This is an optimization exercise on Yosys and OpenROAD, whose aim is small area and a short achievable clock period, not a production implementation. RTL that was checked went through simulation tests only; none was proved equivalent to the original. Power and IR drop assume default switching activity.

// wlcTop
module wlcTop #(
    parameter int WindowLen     = wlcPkg::DefWindowLen,
    parameter int IdleLimit     = wlcPkg::DefIdleLimit,
    parameter int FifoDepth     = wlcPkg::DefFifoDepth,
    parameter int ConfThreshold = wlcPkg::DefConfThreshold
) (
    input  logic                 clk,
    input  logic                 reset,
    input  logic [7:0]           instr,    
    input  logic                 resultReady,
    output logic [30:0]          result,   
    output logic                 resultValid,
    output logic                 classificationValid,
    output logic [15:0]          classificationCount,
    output logic [15:0]          droppedWindows
);
    logic [wlcPkg::EntryW-1:0] pushData;
    logic [wlcPkg::EntryW-1:0] headData;
    logic push;
    logic headValid;
    logic pop;
    logic creditReturn;
    logic noCredits;
    opcodeWindow u_window (
        .clk            (clk),
        .reset          (reset),
        .instr          (instr),
        .creditReturn   (creditReturn),
        .pushData       (pushData),
        .push           (push),
        .noCredits      (noCredits),
        .droppedWindows (droppedWindows)
    );
    summaryFifo u_fifo (
        .clk          (clk),
        .reset        (reset),
        .push         (push),
        .pushData     (pushData),
        .pop          (pop),
  ...
For scale: about 800 cells after synthesis, about 0.010 mm2 of cells after synthesis.
export LEC_CHECK = 0
export CAP_MARGIN = 20
export CORE_MARGIN = 2
export CORE_UTILIZATION = 40
export SLEW_MARGIN = 20
create_clock -name core_clock -period 45.0 [get_ports {clk}]
standard.sh (not shown) runs the stock make flow with config.mk's settings and CLKGATE_MAP_FILE= SYNTH_SCRIPT=/design/flow/synth_recipe.tcl, a recipe that flattens the netlist after the stock synthesis.
==> flow/flow/run.sh <==
#!/bin/bash
# Standard layout, with plain buf_1 cells as the port buffers and a clock tree
# of fewer, larger leaf clusters without dummy loads.
set -euo pipefail
bash standard.sh \
  "BUFFER_PORTS_ARGS=-buffer_cell sky130_fd_sc_hd__buf_1" \
  "CTS_ARGS=-sink_clustering_enable -repair_clock_nets -buf_list sky130_fd_sc_hd__clkbuf_8 -sink_clustering_size 20 -sink_clustering_max_diameter 50 -dont_use_dummy_load" \
  SETUP_SLACK_MARGIN=34.9 \
  finish > standard.log 2>&1
==> next run, changes <==
--- a/flow/flow/run.sh
+++ b/flow/flow/run.sh
@@ -7,3 +7,2 @@
   "CTS_ARGS=-sink_clustering_enable -repair_clock_nets -buf_list sky130_fd_sc_hd__clkbuf_8 -sink_clustering_size 20 -sink_clustering_max_diameter 50 -dont_use_dummy_load" \
-  SETUP_SLACK_MARGIN=34.9 \
   finish > standard.log 2>&1
Effect:
- The changed run ran to the end with no violations
- synthesized cell count does not change
- design area goes down by 4.6%
- sequential share of layout area increases by 1.7 points
- area after synthesis does not change
- clock skew is about the same
- core utilization shrinks by 2.2 points
- power decreases by 2.3%
- setup slack degrades by 0.65 ns
No run of this note included a check of the RTL's function; only the layout flow was run.

---

The RTL this note starts from:
==> flow/design.v <==
package wlcPkg;
    localparam logic [2:0] FmtUnknown = 3'd0;
    localparam logic [2:0] FmtCompute = 3'd1;
    localparam logic [2:0] FmtMemory  = 3'd2;
    localparam logic [2:0] FmtControl = 3'd3;
    localparam logic [2:0] FmtMixed   = 3'd4;
    localparam logic [2:0] FmtIdle    = 3'd5;
    localparam logic [6:0] OpAluReg = 7'b0110011;   
    localparam logic [6:0] OpAluImm = 7'b0010011;
    localparam logic [6:0] OpLoad   = 7'b0000011;   
    localparam logic [6:0] OpStore  = 7'b0100011;
    localparam logic [6:0] OpBranch = 7'b1100011;   
    localparam logic [6:0] OpJal    = 7'b1101111;
    localparam logic [6:0] OpJalr   = 7'b1100111;
    localparam int DefWindowLen     = 16;
    localparam int DefIdleLimit     = 24;
    localparam int DefFifoDepth     = 4;
    localparam int DefConfThreshold = 4;
    localparam int EntryW = 25;
endpackage
module opcodeWindow (
    input  logic                        clk,
    input  logic                        reset,
    input  logic [7:0]                  instr,
    input  logic                        creditReturn,
    output logic [wlcPkg::EntryW-1:0]   pushData,
    output logic                        push,
    output logic                        noCredits,
    output logic [15:0]                 droppedWindows
);
    logic       valid;
    logic [6:0] opcode;
    logic       isCompute, isMem, isControl;
    logic       ended;         
    logic [3:0] total;         
    logic [3:0] totalEff;
    logic [4:0] idleSeq;       
    logic [3:0] credits;       
    logic       vCompute, vMem, vControl;    
    logic windowFull, idleFire, windowEnd, canSend;
    assign valid  = instr[7];
    assign opcode = instr[6:0];
    assign isCompute = (opcode == wlcPkg::OpAluReg) || (opcode == wlcPkg::OpAluImm);
    assign isMem     = (opcode == wlcPkg::OpLoad) || (opcode == wlcPkg::OpStore);
    assign isControl = (opcode == wlcPkg::OpBranch) || (opcode == wlcPkg::OpJal) ||
                       (opcode == wlcPkg::OpJalr);
    assign totalEff   = ended ? 4'd0 : total;
    assign windowFull = valid && (totalEff == 4'd15);
    assign idleFire   = !valid && (idleSeq == 5'd31);
    assign windowEnd  = windowFull || idleFire;
    assign canSend    = credits[0];
    assign noCredits  = !canSend;
    logic [3:0] creditsKeep, creditsSend;
    assign creditsKeep = creditReturn ? {credits[2:0], 1'b1} : credits;
    assign creditsSend = creditReturn ? credits : {1'b0, credits[3:1]};
    always_ff @(posedge clk) begin
        if (!reset) begin
            ended          <= 1'b1;
            idleSeq        <= 5'd8;
            credits        <= 4'b1111;
            push           <= 1'b0;
            droppedWindows <= '0;
        end else begin
            ended   <= windowEnd;
            if (valid) begin
                idleSeq <= 5'd8;
            end else if (idleSeq != 5'd0) begin
                idleSeq <= idleSeq + 5'd1;
            end
            credits <= (windowEnd && canSend) ? creditsSend : creditsKeep;
            push    <= windowEnd && canSend;
            if (windowEnd && !canSend) begin
                droppedWindows <= droppedWindows + 16'd1;
            end
        end
    end
    logic [7:0] computeY, memY, controlY;
    logic       computeOdd, memOdd, controlOdd;
    logic [7:0] computeYInc, memYInc, controlYInc;
    logic [7:0] computeYNext, memYNext, controlYNext;
    logic       computeOddNext, memOddNext, controlOddNext;
    assign computeYInc = computeY + (vCompute ? {4'd0, 3'b110, computeOdd} : 8'd0);
    assign memYInc     = memY + (vMem ? {4'd0, 3'b110, memOdd} : 8'd0);
    assign controlYInc = controlY + (vControl ? {4'd0, 3'b110, controlOdd} : 8'd0);
    assign computeYNext   = ended ? 8'd0 : computeYInc;
    assign memYNext       = ended ? 8'd0 : memYInc;
    assign controlYNext   = ended ? 8'd0 : controlYInc;
    assign computeOddNext = !ended && (computeOdd ^ vCompute);
    assign memOddNext     = !ended && (memOdd ^ vMem);
    assign controlOddNext = !ended && (controlOdd ^ vControl);
    logic [7:0]  divY;
    logic        divOdd;
    logic [7:0]  dividendLow;
    logic [3:0]  remCur;
    logic [4:0]  rem2;
    logic        qBit;
    logic [3:0]  rem;
    logic [22:0] quot;
    logic [23:0] tolls;
    always_comb begin
        case (idleSeq[4:3])
            2'd1:    begin divY = computeYNext; divOdd = computeOddNext; end
            2'd2:    begin divY = memYNext;     divOdd = memOddNext;     end
            default: begin divY = controlYNext; divOdd = controlOddNext; end
        endcase
    end
    assign dividendLow = {divY[3:0], divOdd, 3'd0};
    assign remCur   = (idleSeq[2:0] == 3'd0) ? divY[7:4] : rem;
    assign rem2     = {remCur, dividendLow[3'd7 - idleSeq[2:0]]};
    assign qBit     = (totalEff != 4'd0) && (rem2 >= 5'(totalEff));
    assign tolls    = {quot, qBit};
    always_ff @(posedge clk) begin
        total      <= valid ? totalEff + 4'd1 : totalEff;
        vCompute   <= valid && isCompute;
        vMem       <= valid && isMem;
        vControl   <= valid && isControl;
        computeOdd <= computeOddNext;
        memOdd     <= memOddNext;
        controlOdd <= controlOddNext;
        if (idleFire) begin
            computeY <= tolls[23:16];
            memY     <= tolls[15:8];
            controlY <= tolls[7:0];
        end else begin
            computeY <= computeYNext;
            memY     <= memYNext;
            controlY <= controlYNext;
        end
        rem  <= qBit ? 4'(rem2 - 5'(totalEff)) : rem2[3:0];
        quot <= tolls[22:0];
    end
    assign pushData = {computeYInc, memYInc, controlYInc, !idleSeq[3]};
endmodule
module summaryFifo (
    input  logic                        clk,
    input  logic                        reset,
    input  logic                        push,
    input  logic [wlcPkg::EntryW-1:0]   pushData,
    input  logic                        pop,
    input  logic                        noCredits,
    output logic [wlcPkg::EntryW-1:0]   headData,
    output logic                        headValid,
    output logic                        creditReturn
);
    logic [wlcPkg::EntryW-1:0] mem [4];
    logic [1:0] rdPtr;
    logic [1:0] wrPtr;
    assign headData  = mem[rdPtr];
    assign headValid = (rdPtr != wrPtr) || (noCredits && !push && !creditReturn);
    always_ff @(posedge clk) begin
        if (!reset) begin
            rdPtr        <= '0;
            wrPtr        <= '0;
            creditReturn <= 1'b0;
        end else begin
            creditReturn <= pop;
            if (push) wrPtr <= wrPtr + 2'd1;
            if (pop)  rdPtr <= rdPtr + 2'd1;
        end
    end
    always_ff @(posedge clk) begin
        if (push) begin
            mem[wrPtr] <= pushData;
        end
    end
endmodule
module formatDecider (
    input  logic                        clk,
    input  logic                        reset,
    input  logic [wlcPkg::EntryW-1:0]   headData,
    input  logic                        headValid,
    input  logic                        resultReady,
    output logic                        pop,
    output logic [30:0]                 result,
    output logic                        resultValid,
    output logic                        classificationValid,
    output logic [15:0]                 classificationCount
);
    logic [7:0] computeToll, memToll, controlToll;
    logic       idle;
    logic [1:0] busyClasses;
    logic [2:0] nextFormat;
    logic [3:0] baseConf;
    logic [3:0] nextConf;
    logic [2:0] format;
    logic [3:0] confidence;
    assign {computeToll, memToll, controlToll, idle} = headData;
    assign format     = result[30:28];
    assign confidence = result[27:24];
    assign busyClasses = 2'(computeToll > 8'd50) + 2'(memToll > 8'd50) +
                         2'(controlToll > 8'd50);
    always_comb begin
        if (idle) begin
            nextFormat = wlcPkg::FmtIdle;
            baseConf   = 4'd8;
        end else if (computeToll > 8'd150) begin
            nextFormat = wlcPkg::FmtCompute;
            baseConf   = 4'd7;
        end else if (memToll > 8'd150) begin
            nextFormat = wlcPkg::FmtMemory;
            baseConf   = 4'd7;
        end else if (controlToll > 8'd150) begin
            nextFormat = wlcPkg::FmtControl;
            baseConf   = 4'd7;
        end else if (busyClasses >= 2'd2) begin
            nextFormat = wlcPkg::FmtMixed;
            baseConf   = 4'd6;
        end else begin
            nextFormat = wlcPkg::FmtUnknown;
            baseConf   = 4'd4;
        end
    end
    always_comb begin
        if (nextFormat == format && nextFormat != wlcPkg::FmtUnknown) begin
            nextConf = (confidence > 4'd13) ? 4'd15 : confidence + 4'd2;
        end else begin
            nextConf = baseConf;
        end
    end
    assign pop = headValid && (!resultValid || resultReady);
    always_ff @(posedge clk) begin
        if (!reset) begin
            result              <= '0;
            resultValid         <= 1'b0;
            classificationValid <= 1'b0;
            classificationCount <= '0;
        end else begin
            if (pop) begin
                result              <= {nextFormat, nextConf, computeToll, memToll, controlToll};
                resultValid         <= 1'b1;
                classificationValid <= (nextFormat != wlcPkg::FmtUnknown);
                classificationCount <= classificationCount + 16'd1;
            end else if (resultReady) begin
                resultValid <= 1'b0;
            end
        end
    end
endmodule
module wlcTop #(
    parameter int WindowLen     = wlcPkg::DefWindowLen,
    parameter int IdleLimit     = wlcPkg::DefIdleLimit,
    parameter int FifoDepth     = wlcPkg::DefFifoDepth,
    parameter int ConfThreshold = wlcPkg::DefConfThreshold
) (
    input  logic                 clk,
    input  logic                 reset,
    input  logic [7:0]           instr,    
    input  logic                 resultReady,
    output logic [30:0]          result,   
    output logic                 resultValid,
    output logic                 classificationValid,
    output logic [15:0]          classificationCount,
    output logic [15:0]          droppedWindows
);
    logic [wlcPkg::EntryW-1:0] pushData;
    logic [wlcPkg::EntryW-1:0] headData;
    logic push;
    logic headValid;
    logic pop;
    logic creditReturn;
    logic noCredits;
    opcodeWindow u_window (
        .clk            (clk),
        .reset          (reset),
        .instr          (instr),
        .creditReturn   (creditReturn),
        .pushData       (pushData),
        .push           (push),
        .noCredits      (noCredits),
        .droppedWindows (droppedWindows)
    );
    summaryFifo u_fifo (
        .clk          (clk),
        .reset        (reset),
        .push         (push),
        .pushData     (pushData),
        .pop          (pop),
        .noCredits    (noCredits),
        .headData     (headData),
        .headValid    (headValid),
        .creditReturn (creditReturn)
    );
    formatDecider u_decider (
        .clk                 (clk),
        .reset               (reset),
        .headData            (headData),
        .headValid           (headValid),
        .resultReady         (resultReady),
        .pop                 (pop),
        .result              (result),
        .resultValid         (resultValid),
        .classificationValid (classificationValid),
        .classificationCount (classificationCount)
    );
endmodule
clock: 45.0 ns
lec_check: 0
cap_margin: 20
core_margin: 2
core_utilization: 65
slew_margin: 20
==> flow/flow/run.sh <==
#!/bin/bash
# Standard synthesis, then its combinational logic re-mapped for area (the
# flip-flops untouched), then the standard layout with plain buf_1 port
# buffers, a clock tree of fewer leaf clusters, and timing repair aimed well
# past the clock period's needs so the port paths get sized.
set -euo pipefail
ARGS=(
  "BUFFER_PORTS_ARGS=-buffer_cell sky130_fd_sc_hd__buf_1"
  "CTS_ARGS=-sink_clustering_enable -repair_clock_nets -buf_list sky130_fd_sc_hd__clkbuf_8 -sink_clustering_size 20 -sink_clustering_max_diameter 50 -dont_use_dummy_load"
  SETUP_SLACK_MARGIN=34.9
)
bash standard.sh "${ARGS[@]}" synth > synth.log 2>&1
RES=orfs/results/$FLOW_PLATFORM/wlcTop/base
cp $RES/1_2_yosys.v standard_synth.v
RESYN_INPUT=standard_synth.v RESYN_NETLIST=resyn.v yosys -c flow/resyn.tcl > resyn.log 2>&1
cp resyn.v $RES/1_2_yosys.v
rm -f $RES/1_synth.odb
bash standard.sh "${ARGS[@]}" finish > standard.log 2>&1
==> flow/flow/resyn.abc <==
strash
&get -n
&deepsyn -T 60
&put
dch -f
amap
topo
==> flow/flow/resyn.tcl <==
# Re-maps the combinational logic of the standard synthesis netlist for area.
# Every flip-flop instance stays as the standard synthesis made it: same cell
# type, same instance name, same connections.
set lib $::env(FLOW_HOME)/platforms/sky130hd/lib/sky130_fd_sc_hd__tt_025C_1v80.lib
set net $::env(RESYN_NETLIST)
set dont_use {sky130_fd_sc_hd__probe_p_8 sky130_fd_sc_hd__probec_p_8 sky130_fd_sc_hd__lpflow_bleeder_1 sky130_fd_sc_hd__lpflow_clkbufkapwr_1 sky130_fd_sc_hd__lpflow_clkbufkapwr_16 sky130_fd_sc_hd__lpflow_clkbufkapwr_2 sky130_fd_sc_hd__lpflow_clkbufkapwr_4 sky130_fd_sc_hd__lpflow_clkbufkapwr_8 sky130_fd_sc_hd__lpflow_clkinvkapwr_1 sky130_fd_sc_hd__lpflow_clkinvkapwr_16 sky130_fd_sc_hd__lpflow_clkinvkapwr_2 sky130_fd_sc_hd__lpflow_clkinvkapwr_4 sky130_fd_sc_hd__lpflow_clkinvkapwr_8 sky130_fd_sc_hd__lpflow_decapkapwr_12 sky130_fd_sc_hd__lpflow_decapkapwr_3 sky130_fd_sc_hd__lpflow_decapkapwr_4 sky130_fd_sc_hd__lpflow_decapkapwr_6 sky130_fd_sc_hd__lpflow_decapkapwr_8 sky130_fd_sc_hd__lpflow_inputiso0n_1 sky130_fd_sc_hd__lpflow_inputiso0p_1 sky130_fd_sc_hd__lpflow_inputiso1n_1 sky130_fd_sc_hd__lpflow_inputiso1p_1 sky130_fd_sc_hd__lpflow_inputisolatch_1 sky130_fd_sc_hd__lpflow_isobufsrc_1 sky130_fd_sc_hd__lpflow_isobufsrc_16 sky130_fd_sc_hd__lpflow_isobufsrc_2 sky130_fd_sc_hd__lpflow_isobufsrc_4 sky130_fd_sc_hd__lpflow_isobufsrc_8 sky130_fd_sc_hd__lpflow_isobufsrckapwr_16 sky130_fd_sc_hd__lpflow_lsbuf_lh_hl_isowell_tap_1 sky130_fd_sc_hd__lpflow_lsbuf_lh_hl_isowell_tap_2 sky130_fd_sc_hd__lpflow_lsbuf_lh_hl_isowell_tap_4 sky130_fd_sc_hd__lpflow_lsbuf_lh_isowell_4 sky130_fd_sc_hd__lpflow_lsbuf_lh_isowell_tap_1 sky130_fd_sc_hd__lpflow_lsbuf_lh_isowell_tap_2 sky130_fd_sc_hd__lpflow_lsbuf_lh_isowell_tap_4 sky130_fd_sc_hd__fill_1 sky130_fd_sc_hd__fill_2 sky130_fd_sc_hd__fill_4 sky130_fd_sc_hd__fill_8 }
set du_args {}
foreach c $dont_use { lappend du_args -dont_use $c }

yosys read_liberty -ignore_miss_func $lib
yosys blackbox sky130_fd_sc_hd__*df* sky130_fd_sc_hd__*dl*
yosys read_verilog $::env(RESYN_INPUT)
yosys hierarchy -top $::env(FLOW_TOP)
yosys flatten
yosys opt_clean -purge
yosys rename -hide w:*.*
yosys stat -liberty $lib
yosys abc -liberty $lib {*}$du_args -script flow/resyn.abc
yosys opt_clean -purge
yosys splitnets
yosys opt_clean -purge
yosys hilomap -singleton -hicell sky130_fd_sc_hd__conb_1 HI -locell sky130_fd_sc_hd__conb_1 LO
yosys insbuf -buf sky130_fd_sc_hd__buf_4 A X
yosys opt_clean -purge
yosys stat -liberty $lib
yosys write_verilog -noattr -nohex -nodec $net
The starting point produced a clean layout.
Edit:
==> flow/flow/resyn.abc (replaced) <==
strash
&get -n
&deepsyn -T 20
&put
dch -f
amap
&get -n
&dch
&nf -R 1000
&put
topo
--- a/flow/flow/resyn.tcl
+++ b/flow/flow/resyn.tcl
@@ -2,5 +2,7 @@
 # Every flip-flop instance stays as the standard synthesis made it: same cell
-# type, same instance name, same connections.
+# type, same instance name, same connections. The gates fed (through gates
+# only) by the data inputs stay as the standard synthesis mapped them too, so
+# the port-to-register paths keep their speed-mapped structure.
 set lib $::env(FLOW_HOME)/platforms/sky130hd/lib/sky130_fd_sc_hd__tt_025C_1v80.lib
-set net $::env(RESYN_NETLIST)
+set top $::env(FLOW_TOP)
 set dont_use {sky130_fd_sc_hd__probe_p_8 sky130_fd_sc_hd__probec_p_8 sky130_fd_sc_hd__lpflow_bleeder_1 sky130_fd_sc_hd__lpflow_clkbufkapwr_1 sky130_fd_sc_hd__lpflow_clkbufkapwr_16 sky130_fd_sc_hd__lpflow_clkbufkapwr_2 sky130_fd_sc_hd__lpflow_clkbufkapwr_4 sky130_fd_sc_hd__lpflow_clkbufkapwr_8 sky130_fd_sc_hd__lpflow_clkinvkapwr_1 sky130_fd_sc_hd__lpflow_clkinvkapwr_16 sky130_fd_sc_hd__lpflow_clkinvkapwr_2 sky130_fd_sc_hd__lpflow_clkinvkapwr_4 sky130_fd_sc_hd__lpflow_clkinvkapwr_8 sky130_fd_sc_hd__lpflow_decapkapwr_12 sky130_fd_sc_hd__lpflow_decapkapwr_3 sky130_fd_sc_hd__lpflow_decapkapwr_4 sky130_fd_sc_hd__lpflow_decapkapwr_6 sky130_fd_sc_hd__lpflow_decapkapwr_8 sky130_fd_sc_hd__lpflow_inputiso0n_1 sky130_fd_sc_hd__lpflow_inputiso0p_1 sky130_fd_sc_hd__lpflow_inputiso1n_1 sky130_fd_sc_hd__lpflow_inputiso1p_1 sky130_fd_sc_hd__lpflow_inputisolatch_1 sky130_fd_sc_hd__lpflow_isobufsrc_1 sky130_fd_sc_hd__lpflow_isobufsrc_16 sky130_fd_sc_hd__lpflow_isobufsrc_2 sky130_fd_sc_hd__lpflow_isobufsrc_4 sky130_fd_sc_hd__lpflow_isobufsrc_8 sky130_fd_sc_hd__lpflow_isobufsrckapwr_16 sky130_fd_sc_hd__lpflow_lsbuf_lh_hl_isowell_tap_1 sky130_fd_sc_hd__lpflow_lsbuf_lh_hl_isowell_tap_2 sky130_fd_sc_hd__lpflow_lsbuf_lh_hl_isowell_tap_4 sky130_fd_sc_hd__lpflow_lsbuf_lh_isowell_4 sky130_fd_sc_hd__lpflow_lsbuf_lh_isowell_tap_1 sky130_fd_sc_hd__lpflow_lsbuf_lh_isowell_tap_2 sky130_fd_sc_hd__lpflow_lsbuf_lh_isowell_tap_4 sky130_fd_sc_hd__fill_1 sky130_fd_sc_hd__fill_2 sky130_fd_sc_hd__fill_4 sky130_fd_sc_hd__fill_8 }
@@ -12,3 +14,12 @@
 yosys read_verilog $::env(RESYN_INPUT)
-yosys hierarchy -top $::env(FLOW_TOP)
+yosys hierarchy -top $top
+yosys design -save orig
+yosys cd $top
+yosys delete t:sky130_fd_sc_hd__*df* t:sky130_fd_sc_hd__*dl*
+yosys select -write input_cone.txt i:* i:clk %d %co200 c:* %i
+yosys cd
+yosys design -load orig
+yosys select -read input_cone.txt
+yosys setattr -set keep_hierarchy 1
+yosys select -clear
 yosys flatten
@@ -16,3 +27,4 @@
 yosys rename -hide w:*.*
-yosys stat -liberty $lib
+yosys tee -o resyn_before.txt stat -liberty $lib
+yosys cd $top
 yosys abc -liberty $lib {*}$du_args -script flow/resyn.abc
@@ -24,3 +36,6 @@
 yosys opt_clean -purge
-yosys stat -liberty $lib
-yosys write_verilog -noattr -nohex -nodec $net
+yosys cd
+yosys setattr -unset keep_hierarchy $top/c:*
+yosys blackbox sky130_fd_sc_hd__*
+yosys tee -o resyn_after.txt stat -liberty $lib
+yosys write_verilog -noattr -nohex -nodec $::env(RESYN_NETLIST)
What happened: Power is lower by 11%. Count of clock-buffer cells in the layout stays the same. Flip-flop and latch count is unchanged. Via count is lower by 6.3%. Design area is lower by 3.6%. Core utilization is lower by 5.7 points. Wire length is lower by 11%.
Edit:
--- a/flow/flow/run.sh
+++ b/flow/flow/run.sh
@@ -8,3 +8,3 @@
   "BUFFER_PORTS_ARGS=-buffer_cell sky130_fd_sc_hd__buf_1"
-  "CTS_ARGS=-sink_clustering_enable -repair_clock_nets -buf_list sky130_fd_sc_hd__clkbuf_8 -sink_clustering_size 20 -sink_clustering_max_diameter 50 -dont_use_dummy_load"
+  "CTS_ARGS=-sink_clustering_enable -repair_clock_nets -buf_list sky130_fd_sc_hd__clkbuf_16 -sink_clustering_size 36 -sink_clustering_max_diameter 60 -dont_use_dummy_load"
   SETUP_SLACK_MARGIN=34.9
==> flow/flow/resyn.abc (replaced) <==
strash
&get -n
&deepsyn -T 60
&put
dch -f
amap
topo
- CORE_UTILIZATION: 65 -> 70
Area after synthesis goes up by 0.39%; first-iteration DRC count increases by 10%; sequential share of layout area is lower by 0.97 points; sequential power grows by about 7%.
Edit:
--- a/flow/flow/run.sh
+++ b/flow/flow/run.sh
@@ -8,4 +8,4 @@
   "BUFFER_PORTS_ARGS=-buffer_cell sky130_fd_sc_hd__buf_1"
-  "CTS_ARGS=-sink_clustering_enable -repair_clock_nets -buf_list sky130_fd_sc_hd__clkbuf_16 -sink_clustering_size 36 -sink_clustering_max_diameter 60 -dont_use_dummy_load"
-  SETUP_SLACK_MARGIN=34.9
+  "CTS_ARGS=-sink_clustering_enable -repair_clock_nets -buf_list sky130_fd_sc_hd__clkbuf_8 -sink_clustering_size 20 -sink_clustering_max_diameter 50 -dont_use_dummy_load"
+  SETUP_SLACK_MARGIN=35.0
 )
==> flow/flow/resyn.abc (replaced) <==
strash
&get -n
&deepsyn -T 20
&put
dch -f
amap
&get -n
&dch
&nf -R 1000
&put
topo
- CORE_UTILIZATION: 70 -> 65
The new run completed without violations.
Worst setup slack is better by 0.022 ns.
Flip-flop and latch count is unchanged.
Area after synthesis fell by 0.39%.
Final area rose by 6.6%.
Worst hold slack hardly moves.

-- separate check: timing with driven ports --
The results above use ideal ports. As a check the final layouts listed here were re-extracted and re-timed, cells and wires unchanged. Step 1, drivers: a clkbuf_16 drives clk and a buf_2 each remaining input, both assumed. Step 2 times the ports against the registers' clock, not the clock port: input delays grow and output delays shrink by t, the midpoint of the rising clock arrivals with the driver on. Three values: no drivers, after step 1, after step 2; two values: the first two.
| run | t (ns) | setup slack, ns | latest minus earliest clock arrival (ns) |
|---|---|---|---|
| the first run of note 1 | 0.575 | 34.639 / 34.639 / 34.064 | 0.061 / 0.061 |
| the second run of note 1 | 0.569 | 33.993 / 34.014 / 33.445 | 0.060 / 0.059 |
| the first run of note 2 | 0.528 | 34.073 / 34.044 / 33.516 | 0.059 / 0.059 |
| the second run of note 2 | 0.535 | 34.947 / 34.909 / 34.499 | 0.077 / 0.077 |
| the third run of note 2 | 0.500 | 34.957 / 34.915 / 34.516 | 0.042 / 0.042 |
| the fourth run of note 2 | 0.552 | 34.979 / 34.938 / 34.510 | 0.054 / 0.054 |
After both steps every run listed still meets setup and hold. The setup slack of the first run of note 1, which loses most, moves by 0.000 ns with the drivers and by -0.575 ns with both steps.
